This is an optimization exercise on Yosys and OpenROAD, whose aim is small area, not a production implementation. The RTL was checked by simulation tests, not by an equivalence proof against the original design. Power figures rest on the tool's default switching activity, not on a simulated workload.

== onyx ==
==> flow/design.v <==
package cfu_mac_pkg;
  typedef enum logic [2:0] {
    OP_NOP  = 3'd0,
    OP_MAC  = 3'd1,
    OP_MACU = 3'd2,
    OP_RDL  = 3'd3,
    OP_RDH  = 3'd4,
    OP_CLR  = 3'd5,
    OP_WR   = 3'd6,
    OP_RSVD = 3'd7
  } op_e;
  typedef enum logic [1:0] {
    StIdle,
    StBusy,
    StDone
  } state_e;
  localparam int unsigned CtrlOpLsb  = 0;
  localparam int unsigned CtrlOpW    = 3;
  localparam int unsigned CtrlIdxLsb = 3;
  localparam int unsigned CtrlIdxW   = 5;
endpackage
module cfu_mac_mul_iter (
  input  logic [32:0] win_i,      
  input  logic [31:0] mcand_i,    
  input  logic        msign_i,    
  input  logic        nz_i,       
  input  logic        neg_i,      
  input  logic [1:0]  pend_i,     
  input  logic        top_i,      
  output logic [32:0] win_o,      
  output logic [1:0]  pend_o      
);
  localparam int W = 36;   
  logic [2:0]   z_hi, q;
  logic [W-1:0] x, y, p, g, c, s;
  logic [W/4:0] cb;
  assign z_hi = {3{nz_i & (msign_i ^ neg_i)}};
  assign q    = z_hi + {pend_i[1], pend_i} + {2'b00, top_i};
  assign x = {3'b000, win_i};
  assign y = {q[2], q, {32{nz_i}} & (mcand_i ^ {32{neg_i}})};
  assign p = x ^ y;
  assign g = x & y;
  assign cb[0] = neg_i;
  for (genvar k = 0; k < W / 4; k++) begin : g_blk
    logic gb, pb;
    assign gb = g[4*k+3] | (p[4*k+3] & g[4*k+2]) | (p[4*k+3] & p[4*k+2] & g[4*k+1]) |
                (p[4*k+3] & p[4*k+2] & p[4*k+1] & g[4*k]);
    assign pb = &p[4*k+3:4*k];
    assign cb[k+1] = gb | (pb & cb[k]);
    assign c[4*k]   = cb[k];
    assign c[4*k+1] = g[4*k] | (p[4*k] & cb[k]);
    assign c[4*k+2] = g[4*k+1] | (p[4*k+1] & g[4*k]) | (p[4*k+1] & p[4*k] & cb[k]);
    assign c[4*k+3] = g[4*k+2] | (p[4*k+2] & g[4*k+1]) | (p[4*k+2] & p[4*k+1] & g[4*k]) |
                      (p[4*k+2] & p[4*k+1] & p[4*k] & cb[k]);
  end
  assign s = p ^ c;
  assign win_o  = s[32:0];
  assign pend_o = s[34:33];
endmodule
module cfu_mac #(
  parameter int unsigned XLEN    = 32,
  parameter int unsigned NUM_ACC = 4,
  parameter int unsigned MUL_BPC = 4,
  parameter int unsigned CTRL_W  = 8
) (
  input  logic              clk_i,
  input  logic              rst_ni,
  input  logic              stall_i,
  input  logic              valid_i,
  input  logic [CTRL_W-1:0] cfu_ctrl_i,
  input  logic [XLEN-1:0]   src1_i,
  input  logic [XLEN-1:0]   src2_i,
  output logic              stall_o,
  output logic [XLEN-1:0]   rslt_o
);
  logic [2:0]  op;
  logic [1:0]  idx;
  logic        is_mac, is_macu, is_rdl, is_rdh, is_clr, is_wr;
  logic        multi, last, step, clean;
  logic [5:0]  cnt_q;
  logic [1:0]  pend_q, pend_new;
  logic [3:0]  zero_q;
  logic [63:0] acc_q [4];
  logic [3:0]  sel, sel_lo, sel_top, sel_hi;
  logic [32:0] win_m, win_new;
  logic [31:0] hi_rd;
  logic        bit_b, bit_nx_q, nz, neg, top;
  logic        unused;
  assign op  = cfu_ctrl_i[2:0];
  assign idx = cfu_ctrl_i[4:3];
  assign unused = ^{cfu_ctrl_i[7:5]};
  assign is_mac  = (op == 3'd1);
  assign is_macu = (op == 3'd2);
  assign is_rdl  = (op == 3'd3);
  assign is_rdh  = (op == 3'd4);
  assign is_clr  = (op == 3'd5);
  assign is_wr   = (op == 3'd6);
  assign multi   = is_mac | is_macu | is_rdl | is_clr | is_wr;
  assign last    = (cnt_q == 6'd63);
  assign step    = valid_i && multi && !(last && stall_i);
  assign stall_o = multi && !last;
  assign clean = zero_q[idx] | is_wr;
  for (genvar k = 0; k < 4; k++) begin : g_sel
    assign sel[k]     = (idx == 2'(k));
    assign sel_lo[k]  = sel[k] && !(clean && cnt_q == 6'd0);
    assign sel_top[k] = sel[k] && !(clean && !cnt_q[5]);
    assign sel_hi[k]  = sel[k] && is_rdh && !zero_q[k];
  end
  always_comb begin
    win_m = '0;
    hi_rd = '0;
    for (int k = 0; k < 4; k++) begin
      win_m = win_m | ({sel_top[k], {32{sel_lo[k]}}} & acc_q[k][32:0]);
      hi_rd = hi_rd | ({32{sel_hi[k]}} & acc_q[k][63:32]);
    end
  end
  assign bit_b = (cnt_q == 6'd0) ? src2_i[0] : bit_nx_q;
  assign nz  = ((is_mac | is_macu) && !cnt_q[5] && bit_b) || (is_wr && cnt_q == 6'd0);
  assign neg = is_mac && (cnt_q == 6'd31) && bit_b;
  assign top = is_wr && !cnt_q[5] && bit_b;
  cfu_mac_mul_iter u_step (
    .win_i   (win_m),
    .mcand_i (src1_i),
    .msign_i (is_mac && src1_i[31]),
    .nz_i    (nz),
    .neg_i   (neg),
    .pend_i  (pend_q),
    .top_i   (top),
    .win_o   (win_new),
    .pend_o  (pend_new)
  );
  always_ff @(posedge clk_i or negedge rst_ni) begin
    if (!rst_ni) begin
      cnt_q  <= '0;
      pend_q <= '0;
      bit_nx_q <= 1'b0;
      zero_q <= '1;
    end else begin
      if (step) begin
        cnt_q <= cnt_q + 6'd1;
      end
      pend_q <= (step && cnt_q < 6'd31) ? pend_new : 2'b00;
      bit_nx_q <= src2_i[5'(cnt_q[4:0] + 5'd1)];
      if (step && cnt_q == 6'd31) begin
        zero_q[idx] <= 1'b0;
      end
      if (step && last && is_clr) begin
        zero_q[idx] <= 1'b1;
      end
    end
  end
  for (genvar k = 0; k < 4; k++) begin : g_acc
    always_ff @(posedge clk_i) begin
      if (step && sel[k]) begin
        acc_q[k] <= {win_new[0], acc_q[k][63:33], win_new[32:1]};
      end
    end
  end
  assign rslt_o = (win_m[32:1] & {32{is_mac | is_macu | is_rdl | is_clr}}) | hi_rd;
endmodule
==> flow/config.mk <==
export PLATFORM = sky130hd
export DESIGN_NAME = cfu_mac
export DESIGN_NICKNAME = cfu_mac
export VERILOG_FILES = /design/flow/design.v
export SDC_FILE = /design/flow/constraint.sdc
export NUM_CORES = 4
export LEC_CHECK = 0
export CAP_MARGIN = 20
export CORE_MARGIN = 2
export CORE_UTILIZATION = 60
export CTS_BUF_LIST = sky130_fd_sc_hd__clkbuf_16
export CTS_CLUSTER_DIAMETER = 80
export CTS_CLUSTER_SIZE = 25
export SLEW_MARGIN = 20
==> flow/constraint.sdc <==
create_clock -name core_clock -period 10.0 [get_ports {clk_i}]
set_input_delay 2.0000 -clock core_clock [delete_from_list [all_inputs] [get_ports {clk_i}]]
set_output_delay 2.0000 -clock core_clock [all_outputs]
set_load 0.01 [all_outputs]
standard.sh (not shown) runs the stock make flow with config.mk's settings and CLKGATE_MAP_FILE= SYNTH_SCRIPT=/design/flow/synth_recipe.tcl, a recipe that flattens the netlist after the stock synthesis.
==> flow/flow/run.sh <==
#!/bin/bash
# The standard layout (standard.sh), with two changes:
#  - synthesis maps the logic with an area-oriented ABC script (flow/synth.tcl)
#    and leaves adders to ABC instead of mapping them to full-adder cells;
#  - the port buffers are sky130_fd_sc_hd__buf_1 cells.
set -euo pipefail
here=$(pwd)
export MY_ABC_SCRIPT=$here/flow/abc_area.script
bash standard.sh SYNTH_SCRIPT=$here/flow/synth.tcl ADDER_MAP_FILE= \
  "BUFFER_PORTS_ARGS=-buffer_cell sky130_fd_sc_hd__buf_1" finish > $here/flow_make.log 2>&1
==> flow/flow/abc_area.script <==
&get -n
&st
&dc2
&dc2
&dch -f
&nf -R 1000 -p -F 8 -A 4
&put
==> flow/flow/synth.tcl <==
proc synth {args} { yosys synth -nofsm -noshare {*}$args }
proc abc {args} {
  set i [lsearch -exact $args -script]
  if {$i >= 0 && [info exists ::env(MY_ABC_SCRIPT)]} { lset args [expr {$i+1}] $::env(MY_ABC_SCRIPT) }
  yosys abc {*}$args
}
source $::env(SCRIPTS_DIR)/synth.tcl
# left out here: clear keep_hierarchy, flatten, clean up, hide names made inside functions, write 1_2_yosys.v
onyx went all the way through the flow, and no timing, DRC or antenna check failed.
### onyx -> juniper
# onyx
export LEC_CHECK = 0
export CAP_MARGIN = 20
export CORE_MARGIN = 2
export CORE_UTILIZATION = 60
export CTS_BUF_LIST = sky130_fd_sc_hd__clkbuf_16
export CTS_CLUSTER_DIAMETER = 80
export CTS_CLUSTER_SIZE = 25
export SLEW_MARGIN = 20
create_clock -name core_clock -period 10.0 [get_ports {clk_i}]
# juniper
export LEC_CHECK = 0
export CAP_MARGIN = 20
export CORE_MARGIN = 2
export CORE_UTILIZATION = 60
export CTS_BUF_LIST = sky130_fd_sc_hd__clkbuf_8
export SLEW_MARGIN = 20
create_clock -name core_clock -period 10.0 [get_ports {clk_i}]
==> flow/flow/run.sh <==
#!/bin/bash
# The standard layout (standard.sh), with two changes:
#  - synthesis maps the logic with an area-oriented ABC script (flow/synth.tcl);
#  - the port buffers are sky130_fd_sc_hd__buf_1 cells.
set -euo pipefail
here=$(pwd)
export MY_ABC_SCRIPT=$here/flow/abc_area.script
bash standard.sh SYNTH_SCRIPT=$here/flow/synth.tcl \
  "BUFFER_PORTS_ARGS=-buffer_cell sky130_fd_sc_hd__buf_1" finish > $here/flow_make.log 2>&1
==> flow/flow/abc_area.script <==
&get -n
&st
&syn2
&dch
&nf -R 1000
&put
topo
stime -c
--- outcome ---
When juniper is measured against onyx, its worst setup slack turns out 490 ps higher. Delta (juniper minus onyx): via count fell 66, final weighted congestion of routability-driven global placement -4.4%, critical path depth decreased 7, aggregate routed wire length +5.6%, routed length on met3 rose 11%. onyx reports its cell with the largest stage delay on the worst path as maj3_1 while juniper reports fa_1. Area added between synthesis and finish ended up 1.7 points higher on juniper than on onyx. Density: juniper denser than onyx.
Inputs modified between juniper and violet:
# juniper
export LEC_CHECK = 0
export CAP_MARGIN = 20
export CORE_MARGIN = 2
export CORE_UTILIZATION = 60
export CTS_BUF_LIST = sky130_fd_sc_hd__clkbuf_8
export SLEW_MARGIN = 20
create_clock -name core_clock -period 10.0 [get_ports {clk_i}]
# violet
export LEC_CHECK = 0
export CAP_MARGIN = 20
export CORE_MARGIN = 2
export CORE_UTILIZATION = 60
export CTS_BUF_LIST = sky130_fd_sc_hd__clkbuf_16
export CTS_CLUSTER_DIAMETER = 80
export CTS_CLUSTER_SIZE = 25
export SLEW_MARGIN = 20
create_clock -name core_clock -period 10.0 [get_ports {clk_i}]
==> comparison <==
- juniper → violet: total design power went down, hold slack went up, total met2 wirelength after detailed routing went down.
- From juniper to violet the numbers moved as follows: clock period minus final worst setup slack higher; global-route usage lost 0.90 points.
Relative to violet, the following input files were edited for quartz:
# violet
export LEC_CHECK = 0
export CAP_MARGIN = 20
export CORE_MARGIN = 2
export CORE_UTILIZATION = 60
export CTS_BUF_LIST = sky130_fd_sc_hd__clkbuf_16
export CTS_CLUSTER_DIAMETER = 80
export CTS_CLUSTER_SIZE = 25
export SLEW_MARGIN = 20
create_clock -name core_clock -period 10.0 [get_ports {clk_i}]
# quartz
export LEC_CHECK = 0
export CAP_MARGIN = 20
export CORE_MARGIN = 2
export CORE_UTILIZATION = 65
export CTS_BUF_LIST = sky130_fd_sc_hd__clkbuf_16
export CTS_CLUSTER_DIAMETER = 80
export CTS_CLUSTER_SIZE = 25
export SLEW_MARGIN = 20
create_clock -name core_clock -period 10.0 [get_ports {clk_i}]
==> flow/flow/run.sh <==
#!/bin/bash
# The standard layout (standard.sh), with two changes:
#  - synthesis maps the logic with an area-oriented ABC script (flow/synth.tcl)
#    and leaves adders to ABC instead of mapping them to full-adder cells;
#  - the port buffers are sky130_fd_sc_hd__buf_1 cells.
set -euo pipefail
here=$(pwd)
export MY_ABC_SCRIPT=$here/flow/abc_area.script
bash standard.sh SYNTH_SCRIPT=$here/flow/synth.tcl ADDER_MAP_FILE= \
  "BUFFER_PORTS_ARGS=-buffer_cell sky130_fd_sc_hd__buf_1" finish > $here/flow_make.log 2>&1
==> flow/flow/abc_area.script <==
&get -n
&st
&dc2
&dch -f
&nf -R 1000 -p -F 8 -A 4
&put
[summary]
- Going from violet to quartz, sequential fraction of design power lost 1.0 points, die footprint down about 9%, number of routed nets with antenna violations about even.
- Slowest cell on the critical path = maj3_1: quartz; slowest cell on the critical path = fa_1: violet

[re-timing with driven ports]
The flow's constraints put no driver on any port. The routed layouts listed below were extracted and timed again, unchanged, in two steps.
Step 1, drivers: a clkbuf_16 drives clk_i and a buf_2 each remaining input, both assumed.
Step 2 moves the port delays by t, midway between the first and last clock arrival at a register: inputs arrive t later, outputs are due t later. That takes back most of the time a late clock gives input paths.
a / b / c = ideal / step 1 / step 2; a / b = the first two.
run | shift t [ns] | setup slack, ns | worst register clock-pin slew, ns
onyx | 0.524 | 0.570 / 0.589 / 0.064 | 0.10 / 0.10
juniper | 0.593 | 1.060 / 1.078 / 0.485 | 0.07 / 0.07
violet | 0.524 | 0.967 / 0.987 / 0.463 | 0.10 / 0.10
quartz | 0.530 | 0.611 / 0.638 / 0.108 | 0.10 / 0.10
After both steps setup and hold are still met in every run listed. The setup slack of juniper, which loses most, moves by +0.018 ns with the drivers and by -0.575 ns with both steps.
